Context: an optimization exercise on an open-source flow, tuned for small area and few clock cycles per item. The choices shown serve that exercise and are no tape-out recipe.
In this exercise RTL edits were held to simulation tests only and were not proved equivalent to the original.
The clock port is modelled as an ideal driver, which makes a skipped or thinned clock tree look cheaper than it is; a real chip needs a root buffer or a tree.
Power and IR drop assume default switching activity.

== main ==
==> flow/design.v (excerpt) <==
module udp_ipv4_frame_filter (
   input  wire           clock,
   input  wire           reset,
   input  wire           req_valid,
   output wire           req_ready,
   input  wire  [7:0]    req_data_byte,
   input  wire           req_is_last,
   output wire           rsp_valid,
   input  wire           rsp_ready,
   output wire           rsp_accepted,
   output wire  [3:0]    rsp_verdict_code,
   output wire  [31:0]   rsp_source_addr,
   output wire  [31:0]   rsp_dest_addr,
   output wire  [6:0]    rsp_payload_offset,
   output wire  [13:0]   rsp_payload_length,
   input  wire           csr_valid,
   output wire           csr_ready,
   input  wire  [1:0]    csr_reg_index,
   input  wire  [31:0]   csr_write_data
);
   logic        en_ff;
   logic [31:0] a_ff, b_ff;
   assign csr_ready = 1'b1;
   always_ff @(posedge clock) begin
      if (reset) begin
         en_ff <= 1'b0;
      end else if (csr_valid && csr_reg_index == 2'd0) begin
         en_ff <= csr_write_data[0];
      end
   end
   always_ff @(posedge clock) begin
      if (reset) begin
         a_ff <= 32'd0;
         b_ff <= 32'd0;
      end else begin
         if (csr_valid && csr_reg_index == 2'd1) a_ff <= csr_write_data;
         if (csr_valid && csr_reg_index == 2'd2) b_ff <= csr_write_data;
      end
   end
   logic [13:0] cnt_ff;      
   logic        pay_ff;      
   logic [3:0]  ihl_ff;
   logic        bad_eth_ff, bad_hdr_ff, bad_proto_ff;
   logic        hit_a_ff, hit_b_ff, hit_src_ff;
   logic [13:0] ulen_ff;     
   logic        big_ff;      
   logic [31:0] src_ff, dst_ff;
   logic        rv_ff;       
   logic [1:0]  fill_ff;     
   logic        filled_ff;
   logic        accept, act, last, xfer, rsp_valid_w;
   logic        pact, udp_full;
   logic        hlen_ok;
   logic        pay_start, pay_inc;
   logic        in_src, in_dst, fill_shift;
   logic [7:0]  din;
   logic [1:0]  k;
   logic [7:0]  a_byte, b_byte;
   logic        eq_a, eq_b, restart;
   logic        at_len, at_bound;
   logic        cnt_clr, cnt_inc;
   logic        short_f, hit, zfill;
   logic [3:0]  code;
  ...
Settings: LEC_CHECK=0, CAP_MARGIN=0, CORE_MARGIN=2, CORE_UTILIZATION=40, SLEW_MARGIN=0; clock period 6.0 ns.
standard.sh (not shown) runs the stock make flow with config.mk's settings and CLKGATE_MAP_FILE= SYNTH_SCRIPT=/design/flow/synth_recipe.tcl, a recipe that flattens the netlist after the stock synthesis.
==> flow/flow/run.sh <==
#!/bin/bash
# the standard layout with three changes: an area-oriented abc script in synthesis,
# the smallest buffer on the ports, and a small hand-built clock tree (flow/mcts.tcl:
# one root buffer driving 12 leaf buffers, each leaf driving one balanced cluster
# of nearby registers) in place of TritonCTS's tree
set -euo pipefail
here=$(pwd)
rm -rf "$here/scripts"
cp -r "$FLOW_HOME/scripts" "$here/scripts"
cp "$here/flow/abc.script" "$here/scripts/abc_speed.script"
export BUFFER_PORTS_ARGS="-buffer_cell sky130_fd_sc_hd__buf_1"
export PRE_CTS_TCL="$here/flow/mcts.tcl"
export MCTS_LEAVES=12 MCTS_LEAF_CELL=sky130_fd_sc_hd__clkbuf_8 MCTS_ROOT_CELL=sky130_fd_sc_hd__clkbuf_8
bash standard.sh SCRIPTS_DIR="$here/scripts" finish > standard_flow.log 2>&1
==> flow/flow/mcts.tcl <==
rename clock_tree_synthesis _bench_cts_unused
proc clock_tree_synthesis { args } {
  set nleaf $::env(MCTS_LEAVES)
  set leafm $::env(MCTS_LEAF_CELL)
  set rootm $::env(MCTS_ROOT_CELL)
  set db [ord::get_db]
  set block [ord::get_db_block]
  set clk [$block findNet clock]
  set sinks {}
  foreach it [$clk getITerms] {
    set inst [$it getInst]
    lassign [$inst getLocation] x y
    set m [$inst getMaster]
    lappend sinks [list $it [expr {$x + [$m getWidth]/2}] [expr {$y + [$m getHeight]/2}]]
  }
  # k-means on the sink locations, seeded along a diagonal sort
  set sorted [lsort -real -index 1 $sinks]
  set n [llength $sorted]
  set cents {}
  for {set k 0} {$k < $nleaf} {incr k} {
    set s [lindex $sorted [expr {int(($k + 0.5) * $n / $nleaf)}]]
    lappend cents [list [lindex $s 1] [lindex $s 2]]
  }
  for {set iter 0} {$iter < 30} {incr iter} {
    # capacitated assignment: every cluster takes at most cap sinks; the pairs are
    # taken nearest first
    set cap [expr {($n + $nleaf - 1) / $nleaf}]
    set pairs {}
    set i 0
    foreach s $sinks {
      for {set k 0} {$k < $nleaf} {incr k} {
        lassign [lindex $cents $k] cx cy
        lappend pairs [list [expr {abs([lindex $s 1]-$cx) + abs([lindex $s 2]-$cy)}] $i $k]
      }
      incr i
    }
    set groups [lrepeat $nleaf {}]
    set size [lrepeat $nleaf 0]
    set done [lrepeat $n 0]
    foreach p [lsort -real -index 0 $pairs] {
      lassign $p d i k
      if {[lindex $done $i] || [lindex $size $k] >= $cap} continue
      lset done $i 1
      lset size $k [expr {[lindex $size $k] + 1}]
      lset groups $k [concat [lindex $groups $k] [list [lindex $sinks $i]]]
    }
    set cents {}
    foreach g $groups {
      set sx 0; set sy 0
      foreach s $g { set sx [expr {$sx + [lindex $s 1]}]; set sy [expr {$sy + [lindex $s 2]}] }
      set c [llength $g]; if {$c == 0} { set c 1 }
      lappend cents [list [expr {int($sx / $c)}] [expr {int($sy / $c)}]]
    }
  }
  set lm [$db findMaster $leafm]
  set drv $clk
  if {$rootm ne ""} {
    set rm [$db findMaster $rootm]
    set rx 0; set ry 0
    foreach c $cents { set rx [expr {$rx + [lindex $c 0]}]; set ry [expr {$ry + [lindex $c 1]}] }
    set rinst [odb::dbInst_create $block $rm clkbuf_root]
    $rinst setLocation [expr {int($rx / $nleaf)}] [expr {int($ry / $nleaf)}]
    $rinst setPlacementStatus PLACED
    set drv [odb::dbNet_create $block clknet_root]
    $drv setSigType CLOCK
    [$rinst findITerm A] connect $clk
    [$rinst findITerm X] connect $drv
  }
  for {set k 0} {$k < $nleaf} {incr k} {
    set g [lindex $groups $k]
    if {[llength $g] == 0} continue
    set inst [odb::dbInst_create $block $lm clkbuf_leaf_$k]
    lassign [lindex $cents $k] cx cy
    $inst setLocation [expr {$cx - [$lm getWidth]/2}] [expr {$cy - [$lm getHeight]/2}]
    $inst setPlacementStatus PLACED
    set net [odb::dbNet_create $block clknet_leaf_$k]
    $net setSigType CLOCK
    [$inst findITerm A] connect $drv
    [$inst findITerm X] connect $net
    foreach s $g {
      set it [lindex $s 0]
      $it disconnect
      $it connect $net
    }
    puts "manual cts: leaf $k drives [llength $g] clock pins"
  }
  set_propagated_clock [all_clocks]
}
Other scripts of this flow, unchanged in this note and not shown: flow/flow/abc.script
Testbench counts of main, summed over its fixed seeds: cycles 393,172, frames 1,200.
Edits applied to the flow inputs when going from main to the feature branch:
--- a/flow/flow/run.sh
+++ b/flow/flow/run.sh
@@ -3,3 +3,3 @@
 # the smallest buffer on the ports, and a small hand-built clock tree (flow/mcts.tcl:
-# one root buffer driving 12 leaf buffers, each leaf driving one balanced cluster
+# one root buffer driving 11 leaf buffers, each leaf driving one balanced cluster
 # of nearby registers) in place of TritonCTS's tree
@@ -12,3 +12,3 @@
 export PRE_CTS_TCL="$here/flow/mcts.tcl"
-export MCTS_LEAVES=12 MCTS_LEAF_CELL=sky130_fd_sc_hd__clkbuf_8 MCTS_ROOT_CELL=sky130_fd_sc_hd__clkbuf_8
+export MCTS_LEAVES=11 MCTS_LEAF_CELL=sky130_fd_sc_hd__clkbuf_8 MCTS_ROOT_CELL=sky130_fd_sc_hd__clkbuf_8
 bash standard.sh SCRIPTS_DIR="$here/scripts" finish > standard_flow.log 2>&1
### Flow results
- Summary of the feature branch over main: routed wire length neither gained nor lost much; overall power after layout lower; cell depth of the worst setup path was more or less identical.
- Looking at main and the feature branch, the combinational power is a wash.
No run of this note takes its clock network from TritonCTS; it comes from the design's own scripts or RTL.

Another version of the RTL of udp_ipv4_frame_filter (not shown whole).
For scale: ~630 cells after synthesis, roughly 140 I/O pins, about 8200 sq um of cells after synthesis.
==> flow/config.mk <==
export PLATFORM = sky130hd
export DESIGN_NAME = udp_ipv4_frame_filter
export DESIGN_NICKNAME = udp_ipv4_frame_filter
export VERILOG_FILES = /design/flow/design.v
export SDC_FILE = /design/flow/constraint.sdc
export NUM_CORES = 4
export LEC_CHECK = 0
export CAP_MARGIN = 20
export CORE_MARGIN = 2
export CORE_UTILIZATION = 40
export SLEW_MARGIN = 20
==> flow/constraint.sdc <==
create_clock -name core_clock -period 6.0 [get_ports {clock}]
set_input_delay 1.2000 -clock core_clock [delete_from_list [all_inputs] [get_ports {clock}]]
set_output_delay 1.2000 -clock core_clock [all_outputs]
set_load 0.01 [all_outputs]
run.sh (not shown) runs the stock make flow with config.mk's settings and CLKGATE_MAP_FILE= SYNTH_SCRIPT=/design/flow/synth_recipe.tcl, a recipe that flattens the netlist after the stock synthesis.
Stock flow here: none of the scripts above is used.
Testbench counts at the start, summed over its fixed seeds: cycles 393,172, frames 1,200.
Then changed:
==> flow/flow/run.sh (new file) <==
#!/bin/bash
# the standard layout with three changes: an area-oriented abc script in synthesis,
# the smallest buffer on the ports, and a clock tree of smaller buffers
set -euo pipefail
here=$(pwd)
rm -rf "$here/scripts"
cp -r "$FLOW_HOME/scripts" "$here/scripts"
cp "$here/flow/abc.script" "$here/scripts/abc_speed.script"
export BUFFER_PORTS_ARGS="-buffer_cell sky130_fd_sc_hd__buf_1"
export CTS_ARGS="-sink_clustering_enable -repair_clock_nets -buf_list sky130_fd_sc_hd__clkbuf_8 -sink_clustering_size 16 -sink_clustering_max_diameter 60 -dont_use_dummy_load"
bash standard.sh SCRIPTS_DIR="$here/scripts" finish > standard_flow.log 2>&1
==> flow/flow/abc.script (new file) <==
&get -n
&st
&deepsyn -T 60
&dch
&nf -R 1000
&put
topo
==> flow/standard.sh (new file) <==
#!/bin/bash
# synth_recipe.tcl (not shown) runs the flow's synth.tcl, then flattens the netlist and writes it again
# the make line also repeats each setting of config.mk as NAME=value (left out here)
make -C /OpenROAD-flow-scripts/flow DESIGN_CONFIG=/design/flow/config.mk WORK_HOME=/design/flow/orfs CLKGATE_MAP_FILE= SYNTH_SCRIPT=/design/flow/synth_recipe.tcl "${@:-finish}"
removed: flow/run.sh
The changed run completed with no timing, DRC or antenna violations.
Routed wire length shrinks by 11%.
Clock-buffer cell count stays the same.
Setup slack got worse by 0.030 ns.
Die area went down by about 10%.
Cell area falls by about 20%.
Total power decreases by 20%.
Combinational power shrinks by about 16%.

old:
The RTL this note starts from:
==> flow/design.v <==
`default_nettype none
module udp_ipv4_frame_filter (
   input  wire           clock,
   input  wire           reset,
   input  wire           req_valid,
   output wire           req_ready,
   input  wire  [7:0]    req_data_byte,
   input  wire           req_is_last,
   output wire           rsp_valid,
   input  wire           rsp_ready,
   output wire           rsp_accepted,
   output wire  [3:0]    rsp_verdict_code,
   output wire  [31:0]   rsp_source_addr,
   output wire  [31:0]   rsp_dest_addr,
   output wire  [6:0]    rsp_payload_offset,
   output wire  [13:0]   rsp_payload_length,
   input  wire           csr_valid,
   output wire           csr_ready,
   input  wire  [1:0]    csr_reg_index,
   input  wire  [31:0]   csr_write_data
);
   logic        en_ff, a_ok_ff, b_ok_ff;
   logic [31:0] a_ff, b_ff;
   assign csr_ready = 1'b1;
   always_ff @(posedge clock) begin
      if (reset) begin
         en_ff   <= 1'b0;
         a_ok_ff <= 1'b0;
         b_ok_ff <= 1'b0;
      end else if (csr_valid) begin
         if (csr_reg_index == 2'd0) en_ff <= csr_write_data[0];
         if (csr_reg_index == 2'd1) a_ok_ff <= 1'b1;
         if (csr_reg_index == 2'd2) b_ok_ff <= 1'b1;
      end
   end
   always_ff @(posedge clock) begin
      if (csr_valid && csr_reg_index == 2'd1) a_ff <= csr_write_data;
      if (csr_valid && csr_reg_index == 2'd2) b_ff <= csr_write_data;
   end
   logic [13:0] cnt_ff;      
   logic        pay_ff;      
   logic [3:0]  ihl_ff;
   logic        bad_eth_ff, bad_hdr_ff, bad_proto_ff;
   logic        hit_a_ff, hit_b_ff, hit_src_ff;
   logic [13:0] ulen_ff;     
   logic        big_ff;      
   logic [31:0] src_ff, dst_ff;
   logic        rv_ff;       
   logic [1:0]  fill_ff;     
   logic        filled_ff;
   logic        accept, act, last, xfer, rsp_valid_w;
   logic [7:0]  e;           
   logic        e_neg;
   logic        hlen_ok;
   logic        pay_start, pay_inc;
   logic        in_src, in_dst, fill_shift;
   logic [7:0]  din;
   logic [1:0]  k;
   logic [7:0]  a_byte, b_byte;
   logic        eq_a, eq_b, zero_byte, restart;
   logic        at_len, at_bound;
   logic        cnt_clr, cnt_inc;
   logic        short_f, ip_done, hit, zfill;
   logic [3:0]  code;
   always_comb begin
      xfer   = rsp_valid_w && rsp_ready;
      accept = req_valid && req_ready;
      act    = accept && !rv_ff && !pay_ff;
      last   = accept && req_is_last;
      hlen_ok = ihl_ff[3] || (ihl_ff[2] && (ihl_ff[1] || ihl_ff[0]));
      {e_neg, e} = {1'b0, cnt_ff[7:0]} - {3'b0, ihl_ff, 2'b00};
      pay_start = act && !e_neg && e == 8'd21 && hlen_ok;
      at_len    = !big_ff && cnt_ff == ulen_ff - 14'd8;
      at_bound  = cnt_ff[13:7] == 7'h7f && cnt_ff[1:0] == 2'b01 &&
                  cnt_ff[6:2] == 5'd26 - {1'b0, ihl_ff};
      pay_inc   = accept && !rv_ff && pay_ff && !at_len && !at_bound;
      in_src = cnt_ff[7:2] == 6'b000110 ? cnt_ff[1] :
               cnt_ff[7:2] == 6'b000111 ? !cnt_ff[1] : 1'b0;    
      in_dst = cnt_ff[7:2] == 6'b000111 ? cnt_ff[1] :
               cnt_ff[7:2] == 6'b001000 ? !cnt_ff[1] : 1'b0;    
      k      = cnt_ff[1:0] ^ 2'b10;
      a_byte = a_ff[8*(3-k) +: 8];
      b_byte = b_ff[8*(3-k) +: 8];
      zero_byte = req_data_byte == 8'd0;
      eq_a   = a_ok_ff ? req_data_byte == a_byte : zero_byte;
      eq_b   = b_ok_ff ? req_data_byte == b_byte : zero_byte;
      restart = cnt_ff[1:0] == 2'b10;
      short_f = !pay_ff && cnt_ff[7:0] < 8'd34;
      ip_done = pay_ff || (!e_neg && e >= 8'd14);
      hit     = hit_src_ff || hit_a_ff || hit_b_ff;
      if (short_f)                    code = 4'd1;
      else if (bad_eth_ff)            code = 4'd2;
      else if (bad_hdr_ff)            code = 4'd3;
      else if (!ip_done)              code = 4'd4;
      else if (en_ff && !hit)         code = 4'd5;
      else if (bad_proto_ff)          code = 4'd6;
      else if (!pay_ff)               code = 4'd7;
      else if (!big_ff && ulen_ff[13:3] == 11'd0)           code = 4'd8;
      else                            code = 4'd0;
      zfill = short_f || !ip_done;
      rsp_valid_w = rv_ff && (filled_ff || !zfill);
      fill_shift  = rv_ff && zfill;
      din = (fill_shift || bad_eth_ff || bad_hdr_ff) ? 8'd0 : req_data_byte;
   end
   assign req_ready = !rv_ff || xfer;
   always_comb begin
      cnt_clr = reset || xfer || pay_start;
      cnt_inc = !reset && (xfer ? accept : (pay_inc || (act && !cnt_ff[7] && !pay_start)));
   end
   always_ff @(posedge clock) begin
      cnt_ff <= (cnt_clr ? 14'd0 : cnt_ff) + {13'd0, cnt_inc};
      if (reset || xfer) begin
         pay_ff <= 1'b0;
      end else if (pay_start) begin
         pay_ff <= 1'b1;
      end
   end
   always_ff @(posedge clock) begin
      if (reset || xfer) begin
         rv_ff     <= 1'b0;
         fill_ff   <= 2'd0;
         filled_ff <= 1'b0;
      end else begin
         if (last) rv_ff <= 1'b1;
         if (fill_shift) begin
            fill_ff <= fill_ff + 2'd1;
            if (fill_ff == 2'd3) filled_ff <= 1'b1;
         end
      end
      if (!reset && last && xfer) rv_ff <= 1'b1;    
   end
   always_ff @(posedge clock) begin
      if (act) begin
         if (cnt_ff[7:0] == 8'd12) bad_eth_ff <= req_data_byte != 8'h08;
         if (cnt_ff[7:0] == 8'd13) bad_eth_ff <= bad_eth_ff || req_data_byte != 8'h00;
         if (cnt_ff[7:0] == 8'd14) begin
            ihl_ff     <= req_data_byte[3:0];
            bad_hdr_ff <= req_data_byte[7:4] != 4'd4 || req_data_byte[3:0] < 4'd5;
         end
         if (cnt_ff[7:0] == 8'd23) bad_proto_ff <= req_data_byte != 8'd17;
         if (in_src || in_dst) begin
            hit_a_ff <= (restart || hit_a_ff) && eq_a;
            hit_b_ff <= (restart || hit_b_ff) && eq_b;
         end
         if (cnt_ff[7:0] == 8'd29) hit_src_ff <= (hit_a_ff && eq_a) || (hit_b_ff && eq_b);
         if (!e_neg && e == 8'd18) begin
            big_ff        <= req_data_byte[7:6] != 2'd0;
            ulen_ff[13:8] <= req_data_byte[5:0];
         end
         if (!e_neg && e == 8'd19) begin
            ulen_ff[7:0] <= req_data_byte;
         end
      end
   end
   always_ff @(posedge clock) begin
      if ((act && in_src) || fill_shift) src_ff <= {src_ff[23:0], din};
      if ((act && in_dst) || fill_shift) dst_ff <= {dst_ff[23:0], din};
   end
   assign rsp_valid          = rsp_valid_w;
   assign rsp_verdict_code   = code;
   assign rsp_accepted       = code == 4'd0;
   assign rsp_source_addr    = src_ff;
   assign rsp_dest_addr      = dst_ff;
   assign rsp_payload_offset = code == 4'd0 ? {ihl_ff + 5'd5, 2'b10} : 7'd0;
   assign rsp_payload_length = code == 4'd0 ? cnt_ff : 14'd0;
endmodule
`default_nettype wire
clock: 6.0 ns
lec_check: 0
cap_margin: 20
core_margin: 2
core_utilization: 40
slew_margin: 20
standard.sh (not shown) runs the stock make flow with config.mk's settings and CLKGATE_MAP_FILE= SYNTH_SCRIPT=/design/flow/synth_recipe.tcl, a recipe that flattens the netlist after the stock synthesis.
==> flow/flow/run.sh <==
#!/bin/bash
# the standard layout with three changes: an area-oriented abc script in synthesis,
# the smallest buffer on the ports, and a clock tree of smaller buffers
set -euo pipefail
here=$(pwd)
rm -rf "$here/scripts"
cp -r "$FLOW_HOME/scripts" "$here/scripts"
cp "$here/flow/abc.script" "$here/scripts/abc_speed.script"
export BUFFER_PORTS_ARGS="-buffer_cell sky130_fd_sc_hd__buf_1"
export CTS_ARGS="-sink_clustering_enable -repair_clock_nets -buf_list sky130_fd_sc_hd__clkbuf_16 -sink_clustering_size 30 -sink_clustering_max_diameter 100 -dont_use_dummy_load"
bash standard.sh SCRIPTS_DIR="$here/scripts" finish > standard_flow.log 2>&1
==> flow/flow/abc.script <==
&get -n
&st
&deepsyn -T 60
&dch
&nf -R 1000
&put
topo
old went all the way through synthesis, placement and routing and the layout is clean on timing, DRC and antenna.
Testbench counts of old, summed over its fixed seeds: cycles 393,172, frames 1,200.
The following lists how new was set up differently from old:
-- flow/flow/run.sh --
<<< old, line 10
export CTS_ARGS="-sink_clustering_enable -repair_clock_nets -buf_list sky130_fd_sc_hd__clkbuf_16 -sink_clustering_size 30 -sink_clustering_max_diameter 100 -dont_use_dummy_load"
>>> new, line 10
export CTS_ARGS="-sink_clustering_enable -repair_clock_nets -buf_list sky130_fd_sc_hd__clkbuf_8 -sink_clustering_size 16 -sink_clustering_max_diameter 60 -dont_use_dummy_load"
--- outcome ---
Reported for new and old, proportion of layout cells with a drive suffix above 1 turned out identical to the last digit.
Lower number of filler cells placed in the layout among new and old: old
Compared with old, new shows a higher part of the total power dissipated in combinational logic.
On maximum frequency, new and old are basically level.

-- static timing again, ports no longer ideal --
The results above use ideal ports. As a check the final layouts listed here were re-extracted and re-timed, cells and wires unchanged. Step 1: set_driving_cell puts a clkbuf_16 on clock and a buf_2 on each other input, an assumption about the parent block. Step 2 adds t to the input delays and takes it off the output delays; t is the mean of the earliest and latest rising clock arrival at the registers after step 1. Input paths then give back, and output paths get back, about the clock's delay inside the block. a / b / c = no drivers / after step 1 / after step 2; a / b = the first two.
run | t, ns | setup slack, ns | worst register clock-pin slew, ns
main | 0.504 | 1.107 / 1.067 / 1.571 | 0.11 / 0.11
the feature branch | 0.472 | 1.122 / 1.085 / 1.557 | 0.11 / 0.11
the first run of note 2 | 0.461 | 1.238 / 1.197 / 1.658 | 0.08 / 0.08
the second run of note 2 | 0.479 | 1.207 / 1.171 / 1.649 | 0.09 / 0.09
old | 0.448 | 1.038 / 1.038 / 1.038 | 0.07 / 0.07
new | 0.467 | 1.050 / 1.050 / 1.050 | 0.10 / 0.10
After both steps setup and hold are still met in every run listed.
